Source: an optimization exercise on an open RTL-to-GDS flow (aim: small area). Production flows keep margins and buffers that such runs may drop. Only simulation tests tie the RTL to the original design; equivalence was not proved. No activity file was given, so power comes from the tool's default toggle rates.

==> 08-01: inputs <==
==> flow/design.v (excerpt) <==
module rgbw_led_ctrl (
    input  logic clk,
    input  logic reset,
    input  logic sclk,
    input  logic mosi,
    input  logic cs_n,
    output logic led_red,
    output logic led_green,
    output logic led_blue,
    output logic led_white
);
==> module spi_byte_receiver, before the edit <==
module spi_byte_receiver (
    input  logic       clk,
    input  logic       reset,
    input  logic       sclk,
    input  logic       mosi,
    input  logic       cs_n,
    output logic [7:0] rx_byte,
    output logic [7:0] shift_reg,
    output logic       byte_done
);
    logic sclk_meta;
    logic sclk_sync;
    logic sclk_prev;
    logic mosi_meta;
    logic mosi_sync;
    logic cs_n_meta;
    logic cs_n_sync;
    logic [2:0] bit_cnt;
    logic       sclk_rise;
    function automatic logic [9:0] inc(input logic [9:0] a);
        logic c;
        c = 1'b1;
        for (int i = 0; i < 10; i++) begin
            inc[i] = a[i] ^ c;
            c = c & a[i];
        end
    endfunction
    assign sclk_rise = sclk_sync && !sclk_prev;
    assign byte_done = !cs_n_sync && sclk_rise && (bit_cnt == 3'd7);
    assign rx_byte   = {shift_reg[6:0], mosi_sync};
    always_ff @(posedge clk) begin
        if (!reset) begin
            sclk_meta <= 1'b0;
            sclk_sync <= 1'b0;
            sclk_prev <= 1'b0;
            mosi_meta <= 1'b0;
            mosi_sync <= 1'b0;
            cs_n_meta <= 1'b1;
            cs_n_sync <= 1'b1;
            bit_cnt   <= 3'd0;
        end else begin
            sclk_meta <= sclk;
            sclk_sync <= sclk_meta;
            sclk_prev <= sclk_sync;
            mosi_meta <= mosi;
            mosi_sync <= mosi_meta;
            cs_n_meta <= cs_n;
            cs_n_sync <= cs_n_meta;
            if (cs_n_sync) begin
                bit_cnt <= 3'd0;
            end else if (sclk_rise) begin
                bit_cnt <= 3'(inc({7'd0, bit_cnt}));
            end
        end
    end
    always_ff @(posedge clk) begin
        if (!cs_n_sync && sclk_rise) begin
            shift_reg <= rx_byte;
        end
    end
endmodule
==> module rgbw_frame_dispenser, before the edit <==
module rgbw_frame_dispenser (
    input  logic       clk,
    input  logic       reset,
    input  logic [7:0] rx_byte,
    input  logic [7:0] shift_reg,
    input  logic       byte_done,
    input  logic [7:0] pwm_cnt,
    input  logic       wrap,
    output logic [7:0] red,
    output logic [7:0] green,
    output logic [7:0] blue,
    output logic [7:0] white,
    output logic [1:0] pend_mode,
    output logic       take
);
    logic       skip;
    logic [$clog2(rgbw_pkg::FRAME_BYTES)-1:0]   byte_cnt;
    logic [$clog2(rgbw_pkg::FRAME_TIMEOUT)-1:0] gap_cnt;
    logic [7:0] intensity_sh;
    logic [2:0] colour_idx_sh;
    logic [7:0] acc;
    logic [1:0] chan;
    logic [7:0] palette_byte;
    logic       value_bit;
    logic       publish;
    function automatic logic [9:0] inc(input logic [9:0] a);
        logic c;
        c = 1'b1;
        for (int i = 0; i < 10; i++) begin
            inc[i] = a[i] ^ c;
            c = c & a[i];
        end
    endfunction
    assign publish = byte_done && (byte_cnt == rgbw_pkg::FRAME_BYTES - 1);
    assign take    = wrap && !skip && (pend_mode != 2'd0);
    always_ff @(posedge clk) begin
        if (!reset) begin
            skip      <= 1'b0;
            byte_cnt  <= '0;
            gap_cnt   <= '0;
            pend_mode <= 2'd0;
        end else begin
            if (publish) begin
                skip <= (pwm_cnt[7:3] == 5'b11111) && (pwm_cnt[2:1] == 2'b01 || pwm_cnt[2:1] == 2'b10);
                if (rx_byte == rgbw_pkg::MODE_OFF) begin
                    pend_mode <= 2'd3;
                end else if (rx_byte == rgbw_pkg::MODE_STEADY) begin
                    pend_mode <= 2'd1;
                end else begin
                    pend_mode <= 2'd2;
                end
            end else if (wrap) begin
                skip <= 1'b0;
                if (!skip) begin
                    pend_mode <= 2'd0;
                end
            end
            if (byte_done) begin
                gap_cnt <= '0;
                if (byte_cnt == '0) begin
                    if (rx_byte == rgbw_pkg::SYNC_BYTE) begin
                        byte_cnt <= 3'(inc({7'd0, byte_cnt}));
                    end
                end else if (byte_cnt == rgbw_pkg::FRAME_BYTES - 1) begin
                    byte_cnt <= '0;
                end else begin
                    byte_cnt <= 3'(inc({7'd0, byte_cnt}));
                end
            end else if (byte_cnt == '0) begin
                gap_cnt <= '0;
            end else if (gap_cnt == rgbw_pkg::FRAME_TIMEOUT - 1) begin
                byte_cnt <= '0;
                gap_cnt  <= '0;
            end else begin
                gap_cnt <= inc(gap_cnt);
            end
        end
    end
    always_ff @(posedge clk) begin
        if (byte_done) begin
            if (byte_cnt == 3'd1) intensity_sh  <= rx_byte;
            if (byte_cnt == 3'd2) colour_idx_sh <= rx_byte[2:0];
        end
    end
    assign chan = byte_cnt[1:0];
    always_comb begin
        case ({colour_idx_sh, chan})
            {3'd1, 2'd0}: palette_byte = 8'hFF;
            {3'd2, 2'd1}: palette_byte = 8'hFF;
            {3'd3, 2'd2}: palette_byte = 8'hFF;
            {3'd4, 2'd3}: palette_byte = 8'hFF;
            {3'd5, 2'd0}: palette_byte = 8'hFF;
            {3'd5, 2'd1}: palette_byte = 8'hA0;
            {3'd5, 2'd3}: palette_byte = 8'h20;
            {3'd6, 2'd1}: palette_byte = 8'hC0;
            {3'd6, 2'd2}: palette_byte = 8'hC0;
            {3'd6, 2'd3}: palette_byte = 8'h40;
            {3'd7, 2'd0}: palette_byte = 8'hC0;
            {3'd7, 2'd2}: palette_byte = 8'hA0;
            {3'd7, 2'd3}: palette_byte = 8'h10;
            default:      palette_byte = 8'h00;
        endcase
    end
    assign value_bit = (colour_idx_sh == 3'd0) ? shift_reg[gap_cnt[2:0]] : palette_byte[gap_cnt[2:0]];
    rgbw_colour_scaler scaler_i (
        .clk       (clk),
        .start     (gap_cnt[2:0] == 3'd0),
        .value_bit (value_bit),
        .intensity (intensity_sh),
        .acc       (acc)
    );
    always_ff @(posedge clk) begin
        if (byte_cnt[2] && gap_cnt == 10'd8) begin
            red   <= green;
            green <= blue;
            blue  <= white;
            white <= acc;
        end
    end
endmodule
==> flow/config.mk <==
export PLATFORM = sky130hd
export DESIGN_NAME = rgbw_led_ctrl
export DESIGN_NICKNAME = rgbw_led_ctrl
export VERILOG_FILES = /design/flow/design.v
export SDC_FILE = /design/flow/constraint.sdc
export NUM_CORES = 4
export LEC_CHECK = 0
export ABC_AREA = 1
export CAP_MARGIN = 20
export CORE_MARGIN = 2
export CORE_UTILIZATION = 40
export CTS_BUF_LIST = sky130_fd_sc_hd__clkbuf_4
export SLEW_MARGIN = 20
==> flow/constraint.sdc <==
create_clock -name core_clock -period 10.0 [get_ports {clk}]
set_input_delay 2.0000 -clock core_clock [delete_from_list [all_inputs] [get_ports {clk}]]
set_output_delay 2.0000 -clock core_clock [all_outputs]
set_load 0.01 [all_outputs]
run.sh (not shown) runs the stock make flow with config.mk's settings and CLKGATE_MAP_FILE= SYNTH_SCRIPT=/design/flow/synth_recipe.tcl, a recipe that flattens the netlist after the stock synthesis.
==> 06-28 (differences from 08-01) <==
--- a/flow/design.v
+++ b/flow/design.v
@@ -18,53 +18,35 @@
     output logic [7:0] shift_reg,
     output logic       byte_done
 );
-    logic sclk_meta;
-    logic sclk_sync;
     logic sclk_prev;
-    logic mosi_meta;
-    logic mosi_sync;
-    logic cs_n_meta;
-    logic cs_n_sync;
     logic [2:0] bit_cnt;
     logic       sclk_rise;
-    function automatic logic [9:0] inc(input logic [9:0] a);
+    function automatic logic [2:0] inc(input logic [2:0] a);
         logic c;
         c = 1'b1;
-        for (int i = 0; i < 10; i++) begin
+        for (int i = 0; i < 3; i++) begin
             inc[i] = a[i] ^ c;
             c = c & a[i];
         end
     endfunction
-    assign sclk_rise = sclk_sync && !sclk_prev;
-    assign byte_done = !cs_n_sync && sclk_rise && (bit_cnt == 3'd7);
-    assign rx_byte   = {shift_reg[6:0], mosi_sync};
+    assign sclk_rise = sclk && !sclk_prev;
+    assign byte_done = !cs_n && sclk_rise && (bit_cnt == 3'd7);
+    assign rx_byte   = {shift_reg[6:0], mosi};
     always_ff @(posedge clk) begin
         if (!reset) begin
-            sclk_meta <= 1'b0;
-            sclk_sync <= 1'b0;
             sclk_prev <= 1'b0;
-            mosi_meta <= 1'b0;
-            mosi_sync <= 1'b0;
-            cs_n_meta <= 1'b1;
-            cs_n_sync <= 1'b1;
             bit_cnt   <= 3'd0;
         end else begin
-            sclk_meta <= sclk;
-            sclk_sync <= sclk_meta;
-            sclk_prev <= sclk_sync;
-            mosi_meta <= mosi;
-            mosi_sync <= mosi_meta;
-            cs_n_meta <= cs_n;
-            cs_n_sync <= cs_n_meta;
-            if (cs_n_sync) begin
+            sclk_prev <= sclk;
+            if (cs_n) begin
                 bit_cnt <= 3'd0;
             end else if (sclk_rise) begin
-                bit_cnt <= 3'(inc({7'd0, bit_cnt}));
+                bit_cnt <= inc(bit_cnt);
             end
         end
     end
     always_ff @(posedge clk) begin
-        if (!cs_n_sync && sclk_rise) begin
+        if (sclk_rise) begin
             shift_reg <= rx_byte;
         end
     end
@@ -87,7 +69,10 @@
 );
     logic       skip;
     logic [$clog2(rgbw_pkg::FRAME_BYTES)-1:0]   byte_cnt;
-    logic [$clog2(rgbw_pkg::FRAME_TIMEOUT)-1:0] gap_cnt;
+    logic [9:0] gap_cnt;
+    logic [9:0] gap_next;
+    logic       gap_low_zero;
+    logic [7:0] step_sel;
     logic [7:0] intensity_sh;
     logic [2:0] colour_idx_sh;
     logic [7:0] acc;
@@ -107,13 +92,10 @@
     assign take    = wrap && !skip && (pend_mode != 2'd0);
     always_ff @(posedge clk) begin
         if (!reset) begin
-            skip      <= 1'b0;
             byte_cnt  <= '0;
-            gap_cnt   <= '0;
             pend_mode <= 2'd0;
         end else begin
             if (publish) begin
-                skip <= (pwm_cnt[7:3] == 5'b11111) && (pwm_cnt[2:1] == 2'b01 || pwm_cnt[2:1] == 2'b10);
                 if (rx_byte == rgbw_pkg::MODE_OFF) begin
                     pend_mode <= 2'd3;
                 end else if (rx_byte == rgbw_pkg::MODE_STEADY) begin
@@ -122,13 +104,11 @@
                     pend_mode <= 2'd2;
                 end
             end else if (wrap) begin
-                skip <= 1'b0;
                 if (!skip) begin
                     pend_mode <= 2'd0;
                 end
             end
             if (byte_done) begin
-                gap_cnt <= '0;
                 if (byte_cnt == '0) begin
                     if (rx_byte == rgbw_pkg::SYNC_BYTE) begin
                         byte_cnt <= 3'(inc({7'd0, byte_cnt}));
@@ -138,17 +118,26 @@
                 end else begin
                     byte_cnt <= 3'(inc({7'd0, byte_cnt}));
                 end
-            end else if (byte_cnt == '0) begin
-                gap_cnt <= '0;
-            end else if (gap_cnt == rgbw_pkg::FRAME_TIMEOUT - 1) begin
+            end else if (byte_cnt != '0 && gap_cnt == 10'h200) begin
                 byte_cnt <= '0;
-                gap_cnt  <= '0;
-            end else begin
-                gap_cnt <= inc(gap_cnt);
             end
         end
     end
     always_ff @(posedge clk) begin
+        if (publish) begin
+            skip <= (pwm_cnt[7:3] == 5'b11111) && !(pwm_cnt[2] && pwm_cnt[1]);
+        end else if (wrap) begin
+            skip <= 1'b0;
+        end
+        if (byte_done || byte_cnt == '0) begin
+            gap_cnt <= '0;
+        end else begin
+            gap_cnt <= gap_next;
+        end
+    end
+    assign gap_low_zero = (gap_cnt[8:0] == 9'd0);
+    assign gap_next     = {gap_cnt[8:0], gap_cnt[9] ^ gap_cnt[6] ^ gap_low_zero};
+    always_ff @(posedge clk) begin
         if (byte_done) begin
             if (byte_cnt == 3'd1) intensity_sh  <= rx_byte;
             if (byte_cnt == 3'd2) colour_idx_sh <= rx_byte[2:0];
@@ -173,16 +162,17 @@
             default:      palette_byte = 8'h00;
         endcase
     end
-    assign value_bit = (colour_idx_sh == 3'd0) ? shift_reg[gap_cnt[2:0]] : palette_byte[gap_cnt[2:0]];
+    assign step_sel  = {gap_cnt[6:0], !gap_cnt[9] && gap_low_zero};
+    assign value_bit = |(step_sel & ((colour_idx_sh == 3'd0) ? shift_reg : palette_byte));
     rgbw_colour_scaler scaler_i (
         .clk       (clk),
-        .start     (gap_cnt[2:0] == 3'd0),
+        .start     (step_sel[0]),
         .value_bit (value_bit),
         .intensity (intensity_sh),
         .acc       (acc)
     );
     always_ff @(posedge clk) begin
-        if (byte_cnt[2] && gap_cnt == 10'd8) begin
+        if (byte_cnt[2] && gap_cnt == 10'h081) begin
             red   <= green;
             green <= blue;
             blue  <= white;
==> flow/flow/run.sh (new file) <==
#!/bin/bash
# The standard layout (standard.sh, ORFS), with these changes:
#  - synthesis: ABC maps the logic with flow/abc_area.script (ABC_AREA is 1
#    in config.mk), an area-oriented script that repeats dch and map -a; and
#    no full/half-adder extraction (ADDER_MAP_FILE empty), so ABC also maps
#    the adders. Registers are mapped exactly as in the standard synthesis.
#  - clock tree synthesis adds no dummy load cells to balance leaf buffers;
#  - the port buffers are the smallest buffer, sky130_fd_sc_hd__buf_1.
# ORFS's scripts are copied unchanged except for the ABC script.
set -euo pipefail
here=$(pwd)
rm -rf "$here/orfs_scripts"
cp -r "$FLOW_HOME/scripts" "$here/orfs_scripts"
cp "$here/flow/abc_area.script" "$here/orfs_scripts/abc_area.script"
export SCRIPTS_DIR="$here/orfs_scripts"
export ADDER_MAP_FILE=""
export CTS_ARGS="-sink_clustering_enable -repair_clock_nets -dont_use_dummy_load -buf_list sky130_fd_sc_hd__clkbuf_4"
export BUFFER_PORTS_ARGS="-buffer_cell sky130_fd_sc_hd__buf_1"
bash standard.sh finish > standard.log 2>&1
==> flow/flow/abc_area.script (new file) <==
strash
dch
map -a
strash
dch
map -a
strash
dch
map -a
strash
dch
map -a
strash
dch
map -a
strash
dch
map -a
strash
dch
map -a
topo
stime -c
dnsize -c
==> flow/standard.sh (new file) <==
#!/bin/bash
# synth_recipe.tcl (not shown) runs the flow's synth.tcl, then flattens the netlist and writes it again
# the make line also repeats each setting of config.mk as NAME=value (left out here)
make -C /OpenROAD-flow-scripts/flow DESIGN_CONFIG=/design/flow/config.mk WORK_HOME=/design/flow/orfs CLKGATE_MAP_FILE= SYNTH_SCRIPT=/design/flow/synth_recipe.tcl "${@:-finish}"
Settings changed: CTS_BUF_LIST sky130_fd_sc_hd__clkbuf_4 to unset.
removed: flow/run.sh
==> comparison table <==
	08-01	06-28
Status	no timing/DRC/antenna violations	no timing/DRC/antenna violations
Detailed-router iteration count before antenna repair	4	5
Worst slew pin tran	1.066 ns	1.048 ns
Post-Synthesis Net Count	532	429
Total Nets Final	556	457
Die Width	121.4 um	113.1 um
Final Cycle Share	46.81%	44.11%
Reported clock group power	348 uW	220 uW
Routed wire length on met2	4.580 mm	4.226 mm
Library cells used by synthesis	42	25
Setup slack of the critical path after layout	5.319 ns	5.589 ns
All-layer global routing usage	13.23%	14.23%
Global Route met3 Usage	3.994%	4.928%
Starting utilization of the core area	41.31%	41.37%
Worst clock skew	0.01862 ns	0.03256 ns

static timing again, ports no longer ideal:
In the flow no input, the clock included, has a driving cell. The finished layouts below were timed again as built, in two steps. Step 1 sets driving cells, clkbuf_16 on the clock port and buf_2 on the other inputs (assumed; they add their load-dependent delay and slew). Step 2 adds t to the input delays and takes it off the output delays; t is the mean of the earliest and latest rising clock arrival at the registers after step 1. Input paths then give back, and output paths get back, about the clock's delay inside the block. Slacks: ideal / step 1 / step 2; pairs: ideal / step 1.
run	t, ns	slack for setup (ns)	hold WS [ns]	pins driven straight from the clock port
08-01	0.526	5.319 / 5.319 / 5.319	0.428 / 0.428 / 0.428	1
06-28	0.518	5.589 / 5.558 / 5.337	0.409 / 0.409 / 0.409	1
After both steps every run listed still meets setup and hold. For 06-28, which loses most, drivers alone change the setup slack by -0.031 ns; drivers and shift together by -0.252 ns.
